What follows belongs to an exercise in optimizing a design on an open flow for small area, a short achievable clock period and few clock cycles per item; a production flow would make more cautious choices. Where RTL was checked, it was by simulation tests only, not by an equivalence proof against the original. Power figures rest on the tool's default switching activity, not on a simulated workload.

== the baseline ==
==> flow/design.v <==
`default_nettype none
package feeder_pkg;
    typedef logic [31:0]  bus_addr_t;
    typedef logic [31:0]  bus_data_t;
    typedef logic [15:0]  word_t;
    typedef logic [511:0] line_t;
    typedef logic [4:0]   word_idx_t;
    typedef logic [14:0]  len_t;
    typedef logic [14:0]  sram_idx_t;
    typedef logic [7:0]   opcode_t;
    typedef logic [10:0]  line_cnt_t;
    localparam opcode_t OP_LOAD_INPUT  = 8'd9;
    localparam opcode_t OP_LOAD_WEIGHT = 8'd10;
    localparam bus_addr_t REG_DRAM_ADDR = 32'h0000_2024;
    localparam bus_addr_t REG_DRAM_LEN  = 32'h0000_2028;
    localparam bus_addr_t REG_XFER      = 32'h0000_2030;
    localparam bus_addr_t REG_SRAM_IDX  = 32'h0000_2034;
    localparam bus_addr_t REG_DATA_TYPE = 32'h0000_2038;
    localparam bus_addr_t REG_BUSY      = 32'h0000_0020;
    localparam int unsigned LINE_BYTES = 64;
    typedef struct packed {
        bus_addr_t addr;
        len_t      len;
        sram_idx_t sram_idx;
        logic      weight;
    } xfer_cfg_t;
    typedef struct packed {
        logic      valid;
        opcode_t   opcode;
        word_t     data;
        sram_idx_t idx;
    } load_cmd_t;
endpackage
`default_nettype wire
`default_nettype none
module feeder_regs #(
    parameter feeder_pkg::bus_addr_t BUS_BASE = 32'hC400_0000
) (
    input  logic                  clk_i,
    input  logic                  rst_i,
    input  logic                  host_strobe_i,
    input  logic                  host_rw_i,
    input  feeder_pkg::bus_addr_t host_addr_i,
    input  feeder_pkg::bus_data_t host_wdata_i,
    output logic                  host_ready_o,
    output feeder_pkg::bus_data_t host_rdata_o,
    input  logic                  busy_i,
    output feeder_pkg::xfer_cfg_t cfg_o,
    output logic                  start_o
);
    localparam feeder_pkg::bus_addr_t ADDR_DRAM_ADDR = BUS_BASE + feeder_pkg::REG_DRAM_ADDR;
    localparam feeder_pkg::bus_addr_t ADDR_DRAM_LEN  = BUS_BASE + feeder_pkg::REG_DRAM_LEN;
    localparam feeder_pkg::bus_addr_t ADDR_XFER      = BUS_BASE + feeder_pkg::REG_XFER;
    localparam feeder_pkg::bus_addr_t ADDR_SRAM_IDX  = BUS_BASE + feeder_pkg::REG_SRAM_IDX;
    localparam feeder_pkg::bus_addr_t ADDR_DATA_TYPE = BUS_BASE + feeder_pkg::REG_DATA_TYPE;
    localparam feeder_pkg::bus_addr_t ADDR_BUSY      = BUS_BASE + feeder_pkg::REG_BUSY;
    logic        wr_en;
    logic        rd_en;
    logic [30:0] addr_q;    
    logic        busy_q;
    assign wr_en = host_strobe_i && host_rw_i;
    assign rd_en = host_strobe_i && !host_rw_i;
    always_ff @(posedge clk_i) begin
        if (rst_i) begin
            start_o <= 1'b0;
        end else begin
            start_o <= wr_en && (host_addr_i == ADDR_XFER);
        end
    end
    always_ff @(posedge clk_i) begin
        if (rst_i) begin
            addr_q       <= '0;
            cfg_o.sram_idx <= '0;
            cfg_o.weight <= 1'b0;
        end else if (wr_en) begin
            if (host_addr_i == ADDR_DRAM_ADDR) begin
                addr_q <= host_wdata_i[31:1];
            end
            if (host_addr_i == ADDR_SRAM_IDX) begin
                cfg_o.sram_idx <= feeder_pkg::sram_idx_t'(host_wdata_i);
            end
            if (host_addr_i == ADDR_DATA_TYPE) begin
                cfg_o.weight <= host_wdata_i[0];
            end
        end
    end
    always_ff @(posedge clk_i) begin
        if (wr_en && (host_addr_i == ADDR_DRAM_LEN)) begin
            cfg_o.len <= feeder_pkg::len_t'(host_wdata_i);
        end
    end
    assign cfg_o.addr = {addr_q, 1'b0};
    always_ff @(posedge clk_i) begin
        if (rst_i) begin
            host_ready_o <= 1'b0;
        end else begin
            host_ready_o <= host_strobe_i;
        end
    end
    always_ff @(posedge clk_i) begin
        if (rst_i) begin
            busy_q <= 1'b0;
        end else if (rd_en && (host_addr_i == ADDR_BUSY)) begin
            busy_q <= busy_i || start_o;
        end
    end
    assign host_rdata_o = feeder_pkg::bus_data_t'(busy_q);
endmodule
`default_nettype wire
`default_nettype none
module dram_read_req (
    input  logic                  clk_i,
    input  logic                  rst_i,
    input  logic                  start_i,
    input  feeder_pkg::xfer_cfg_t cfg_i,
    input  logic                  fifo_addr_full_i,
    input  logic                  fifo_rw_full_i,
    output logic                  dram_addr_valid_o,
    output feeder_pkg::bus_addr_t dram_addr_o
);
    logic                  active_q;    
    logic                  valid_q;     
    logic [30:0]           addr_q;      
    feeder_pkg::line_cnt_t left_q;      
    logic [15:0]           last_pos;
    logic                  fifo_ready;
    assign last_pos   = 16'(cfg_i.addr[5:1]) + 16'(cfg_i.len) - 16'd1;
    assign fifo_ready = !fifo_addr_full_i && !fifo_rw_full_i;
    always_ff @(posedge clk_i) begin
        if (rst_i) begin
            active_q <= 1'b0;
            valid_q  <= 1'b0;
        end else if (start_i) begin
            active_q <= 1'b1;
            valid_q  <= fifo_ready;
        end else if (valid_q) begin
            valid_q <= 1'b0;
            if (left_q == '0) begin
                active_q <= 1'b0;
            end
        end else begin
            valid_q <= active_q && fifo_ready;
        end
    end
    always_ff @(posedge clk_i) begin
        if (start_i) begin
            addr_q <= cfg_i.addr[31:1];
            left_q <= last_pos[15:5];
        end else if (valid_q) begin
            addr_q <= {addr_q[30:5] + 1'b1, 5'd0};
            left_q <= left_q - 1'b1;
        end
    end
    assign dram_addr_valid_o = valid_q;
    assign dram_addr_o       = {addr_q, 1'b0};
endmodule
`default_nettype wire
`default_nettype none
module gemm_load_feeder (
    input  logic                  clk_i,
    input  logic                  rst_i,
    input  logic                  start_i,
    input  feeder_pkg::xfer_cfg_t cfg_i,
    input  logic                  fifo_data_empty_i,
    input  feeder_pkg::line_t     dram_line_i,
    output logic                  fifo_data_rd_en_o,
    output feeder_pkg::load_cmd_t load_cmd_o,
    output logic                  busy_o
);
    logic                  active_q;    
    logic [3:0]            ptr_lo_q;    
    logic [7:0]            ptr_hi_q;    
    feeder_pkg::len_t      left_q;      
    logic                  pop_q;       
    logic                  pop_only_q;  
    logic                  fresh_q;     
    feeder_pkg::sram_idx_t idx_q;
    logic                  valid_q;
    feeder_pkg::word_t     data_q;
    logic                  take;
    logic                  last_word;
    logic                  next_last;
    logic                  at_30;
    logic                  at_31;
    feeder_pkg::word_t     word;
    assign take      = active_q && !fifo_data_empty_i && !pop_only_q;
    assign last_word = (left_q == 15'd1);
    assign at_30     = ptr_hi_q[7] && ptr_lo_q[2];
    assign at_31     = ptr_hi_q[7] && ptr_lo_q[3];
    assign next_last = (left_q == 15'd2) || at_30;
    always_ff @(posedge clk_i) begin
        if (rst_i) begin
            active_q   <= 1'b0;
            pop_q      <= 1'b0;
            pop_only_q <= 1'b0;
            valid_q    <= 1'b0;
        end else begin
            valid_q    <= take;
            pop_only_q <= 1'b0;
            if (start_i) begin
                active_q <= 1'b1;
                pop_q    <= 1'b0;
            end else if (take) begin
                if (last_word) begin
                    active_q <= 1'b0;
                end
                if (pop_q) begin
                    pop_q <= 1'b0;
                end else if (at_31 || last_word) begin
                    pop_q      <= 1'b1;
                    pop_only_q <= 1'b1;
                end else begin
                    pop_q <= next_last;
                end
            end else if (pop_only_q) begin
                pop_q <= 1'b0;
            end
        end
    end
    always_ff @(posedge clk_i) begin
        if (start_i) begin
            ptr_lo_q <= 4'(1) << cfg_i.addr[2:1];
            ptr_hi_q <= 8'(1) << cfg_i.addr[5:3];
            left_q  <= cfg_i.len;
            fresh_q <= 1'b1;
        end else if (take) begin
            ptr_lo_q <= {ptr_lo_q[2:0], ptr_lo_q[3]};
            if (ptr_lo_q[3]) begin
                ptr_hi_q <= {ptr_hi_q[6:0], ptr_hi_q[7]};
            end
            left_q  <= left_q - 1'b1;
            fresh_q <= 1'b0;
        end
    end
    always_ff @(posedge clk_i) begin
        if (take) begin
            idx_q <= fresh_q ? cfg_i.sram_idx : feeder_pkg::sram_idx_t'(idx_q + 1'b1);
        end
    end
    always_comb begin
        word = '0;
        for (int k = 0; k < 32; k++) begin
            word = word | (dram_line_i[16*k +: 16] & {16{ptr_lo_q[k % 4] & ptr_hi_q[k / 4]}});
        end
    end
    always_ff @(posedge clk_i) begin
        data_q <= word;
    end
    assign load_cmd_o.valid  = valid_q;
    assign load_cmd_o.opcode = cfg_i.weight ? feeder_pkg::OP_LOAD_WEIGHT
                                            : feeder_pkg::OP_LOAD_INPUT;
    assign load_cmd_o.data   = data_q;
    assign load_cmd_o.idx    = idx_q;
    assign fifo_data_rd_en_o = pop_q;
    assign busy_o            = active_q;
endmodule
`default_nettype wire
`default_nettype none
module data_feeder_top #(
    parameter feeder_pkg::bus_addr_t BUS_BASE = 32'hC400_0000
) (
    input  logic                  clk_i,
    input  logic                  rst_i,
    input  logic                  host_strobe_i,
    input  logic                  host_rw_i,
    input  feeder_pkg::bus_addr_t host_addr_i,
    input  feeder_pkg::bus_data_t host_wdata_i,
    output logic                  host_ready_o,
    output feeder_pkg::bus_data_t host_rdata_o,
    input  logic                  fifo_addr_full_i,
    input  logic                  fifo_rw_full_i,
    input  logic                  fifo_data_empty_i,
    input  feeder_pkg::line_t     dram_line_i,
    output logic                  dram_addr_valid_o,
    output feeder_pkg::bus_addr_t dram_addr_o,
    output logic                  fifo_data_rd_en_o,
    output feeder_pkg::load_cmd_t load_cmd_o
);
    feeder_pkg::xfer_cfg_t xfer_cfg;
    logic                  xfer_start;
    logic                  busy;
    feeder_regs #(
        .BUS_BASE (BUS_BASE)
    ) feeder_regs_inst (
        .clk_i         (clk_i),
        .rst_i         (rst_i),
        .host_strobe_i (host_strobe_i),
        .host_rw_i     (host_rw_i),
        .host_addr_i   (host_addr_i),
        .host_wdata_i  (host_wdata_i),
        .host_ready_o  (host_ready_o),
        .host_rdata_o  (host_rdata_o),
        .busy_i        (busy),
        .cfg_o         (xfer_cfg),
        .start_o       (xfer_start)
    );
    dram_read_req dram_read_req_inst (
        .clk_i             (clk_i),
        .rst_i             (rst_i),
        .start_i           (xfer_start),
        .cfg_i             (xfer_cfg),
        .fifo_addr_full_i  (fifo_addr_full_i),
        .fifo_rw_full_i    (fifo_rw_full_i),
        .dram_addr_valid_o (dram_addr_valid_o),
        .dram_addr_o       (dram_addr_o)
    );
    gemm_load_feeder gemm_load_feeder_inst (
        .clk_i             (clk_i),
        .rst_i             (rst_i),
        .start_i           (xfer_start),
        .cfg_i             (xfer_cfg),
        .fifo_data_empty_i (fifo_data_empty_i),
        .dram_line_i       (dram_line_i),
        .fifo_data_rd_en_o (fifo_data_rd_en_o),
        .load_cmd_o        (load_cmd_o),
        .busy_o            (busy)
    );
endmodule
`default_nettype wire
Settings: LEC_CHECK=0, ABC_CLOCK_PERIOD_IN_PS=2500, CAP_MARGIN=20, CORE_AREA=5 5 235 235, DIE_AREA=0 0 240 240, SETUP_SLACK_MARGIN=2.5, SLEW_MARGIN=20; clock period 5.0 ns.
standard.sh (not shown) runs the stock make flow with config.mk's settings and CLKGATE_MAP_FILE= SYNTH_SCRIPT=/design/flow/synth_recipe.tcl, a recipe that flattens the netlist after the stock synthesis.
==> flow/flow/run.sh <==
#!/bin/bash
# Standard ORFS layout, with the port buffers made of the smallest buffer cell.
set -euo pipefail
export BUFFER_PORTS_ARGS="-buffer_cell sky130_fd_sc_hd__buf_1"
bash standard.sh finish > standard.log 2>&1
Testbench counts of the baseline, summed over its fixed seeds: cycles 185,016, words 174,743.
Inputs modified between the baseline and the candidate:
diff --git a/flow/design.v b/flow/design.v
--- a/flow/design.v
+++ b/flow/design.v
@@ -119,38 +119,51 @@
     output feeder_pkg::bus_addr_t dram_addr_o
 );
     logic                  active_q;    
     logic                  valid_q;     
     logic [30:0]           addr_q;      
-    feeder_pkg::line_cnt_t left_q;      
-    logic [15:0]           last_pos;
+    logic [9:0]            full_q;
+    logic [1:0]            part_q;
+    logic [5:0]            part_words;
+    logic [1:0]            part_lines;
+    logic                  full_zero;
+    logic                  last_req;
     logic                  fifo_ready;
-    assign last_pos   = 16'(cfg_i.addr[5:1]) + 16'(cfg_i.len) - 16'd1;
+    assign part_words = 6'(cfg_i.len[4:0]) + 6'(cfg_i.addr[5:1]);
+    assign part_lines = (part_words == 6'd0)  ? 2'd0 :
+                        (part_words <= 6'd32) ? 2'd1 : 2'd2;
+    assign full_zero  = (full_q == '0);
+    assign last_req   = full_zero ? (part_q == 2'd1) : ((full_q == 10'd1) && (part_q == 2'd0));
     assign fifo_ready = !fifo_addr_full_i && !fifo_rw_full_i;
     always_ff @(posedge clk_i) begin
         if (rst_i) begin
             active_q <= 1'b0;
             valid_q  <= 1'b0;
         end else if (start_i) begin
             active_q <= 1'b1;
             valid_q  <= fifo_ready;
         end else if (valid_q) begin
             valid_q <= 1'b0;
-            if (left_q == '0) begin
+            if (last_req) begin
                 active_q <= 1'b0;
             end
         end else begin
             valid_q <= active_q && fifo_ready;
         end
     end
     always_ff @(posedge clk_i) begin
         if (start_i) begin
             addr_q <= cfg_i.addr[31:1];
-            left_q <= last_pos[15:5];
+            full_q <= cfg_i.len[14:5];
+            part_q <= part_lines;
         end else if (valid_q) begin
             addr_q <= {addr_q[30:5] + 1'b1, 5'd0};
-            left_q <= left_q - 1'b1;
+            if (full_zero) begin
+                part_q <= part_q - 1'b1;
+            end else begin
+                full_q <= full_q - 1'b1;
+            end
         end
     end
     assign dram_addr_valid_o = valid_q;
     assign dram_addr_o       = {addr_q, 1'b0};
 endmodule
@@ -166,12 +179,11 @@
     output logic                  fifo_data_rd_en_o,
     output feeder_pkg::load_cmd_t load_cmd_o,
     output logic                  busy_o
 );
     logic                  active_q;    
-    logic [3:0]            ptr_lo_q;    
-    logic [7:0]            ptr_hi_q;    
+    logic [31:0]           sel_q;       
     feeder_pkg::len_t      left_q;      
     logic                  pop_q;       
     logic                  pop_only_q;  
     logic                  fresh_q;     
     feeder_pkg::sram_idx_t idx_q;
@@ -183,12 +195,12 @@
     logic                  at_30;
     logic                  at_31;
     feeder_pkg::word_t     word;
     assign take      = active_q && !fifo_data_empty_i && !pop_only_q;
     assign last_word = (left_q == 15'd1);
-    assign at_30     = ptr_hi_q[7] && ptr_lo_q[2];
-    assign at_31     = ptr_hi_q[7] && ptr_lo_q[3];
+    assign at_30     = sel_q[30];
+    assign at_31     = sel_q[31];
     assign next_last = (left_q == 15'd2) || at_30;
     always_ff @(posedge clk_i) begin
         if (rst_i) begin
             active_q   <= 1'b0;
             pop_q      <= 1'b0;
@@ -217,19 +229,15 @@
             end
         end
     end
     always_ff @(posedge clk_i) begin
         if (start_i) begin
-            ptr_lo_q <= 4'(1) << cfg_i.addr[2:1];
-            ptr_hi_q <= 8'(1) << cfg_i.addr[5:3];
+            sel_q   <= 32'(1) << cfg_i.addr[5:1];
             left_q  <= cfg_i.len;
             fresh_q <= 1'b1;
         end else if (take) begin
-            ptr_lo_q <= {ptr_lo_q[2:0], ptr_lo_q[3]};
-            if (ptr_lo_q[3]) begin
-                ptr_hi_q <= {ptr_hi_q[6:0], ptr_hi_q[7]};
-            end
+            sel_q   <= {sel_q[30:0], sel_q[31]};
             left_q  <= left_q - 1'b1;
             fresh_q <= 1'b0;
         end
     end
     always_ff @(posedge clk_i) begin
@@ -238,11 +246,11 @@
         end
     end
     always_comb begin
         word = '0;
         for (int k = 0; k < 32; k++) begin
-            word = word | (dram_line_i[16*k +: 16] & {16{ptr_lo_q[k % 4] & ptr_hi_q[k / 4]}});
+            word = word | (dram_line_i[16*k +: 16] & {16{sel_q[k]}});
         end
     end
     always_ff @(posedge clk_i) begin
         data_q <= word;
     end
==> notes.md <==
The candidate finished every step from synthesis to the final layout, and the layout passed the timing, design-rule and antenna checks.
Against the baseline, power dissipated in the clock network in the candidate rose by a few percent.
The average instance area after synthesis in the candidate is 1.14 times that in the baseline.
Ratio of final minimum period to clock period: the candidate and the baseline compared, higher one is the candidate
The fraction of layout cells with a size suffix above 1 reported for the candidate is smaller than that of the baseline by 0.18 points.
For the baseline, the slowest stage cell on the critical path was sky130_fd_sc_hd__or4_1, unlike the candidate, where it was sky130_fd_sc_hd__edfxtp_1.
The candidate ends up with a met2 usage that is 2.6 points higher than in the baseline.
The RTL of the candidate was laid out without a check of its function.

## separate check: timing with driven ports
The results above use ideal ports. As a check the final layouts listed here were re-extracted and re-timed, cells and wires unchanged.
Step 1: set_driving_cell puts a clkbuf_16 on clk_i and a buf_2 on each other input, an assumption about the parent block.
Step 2 times the ports against the registers' clock, not the clock port: input delays grow and output delays shrink by t, the midpoint of the rising clock arrivals with the driver on.
Three values: no drivers, after step 1, after step 2; two values: the first two.
run	t, ns	setup slack, ns	worst setup path at the end
the baseline	0.501	2.503 / 2.503 / 2.175	input to register
the candidate	0.504	2.451 / 2.451 / 2.124	input to register
After both steps every run listed still meets setup and hold. The setup slack of the baseline, which loses most, moves by 0.000 ns with the drivers and by -0.328 ns with both steps.
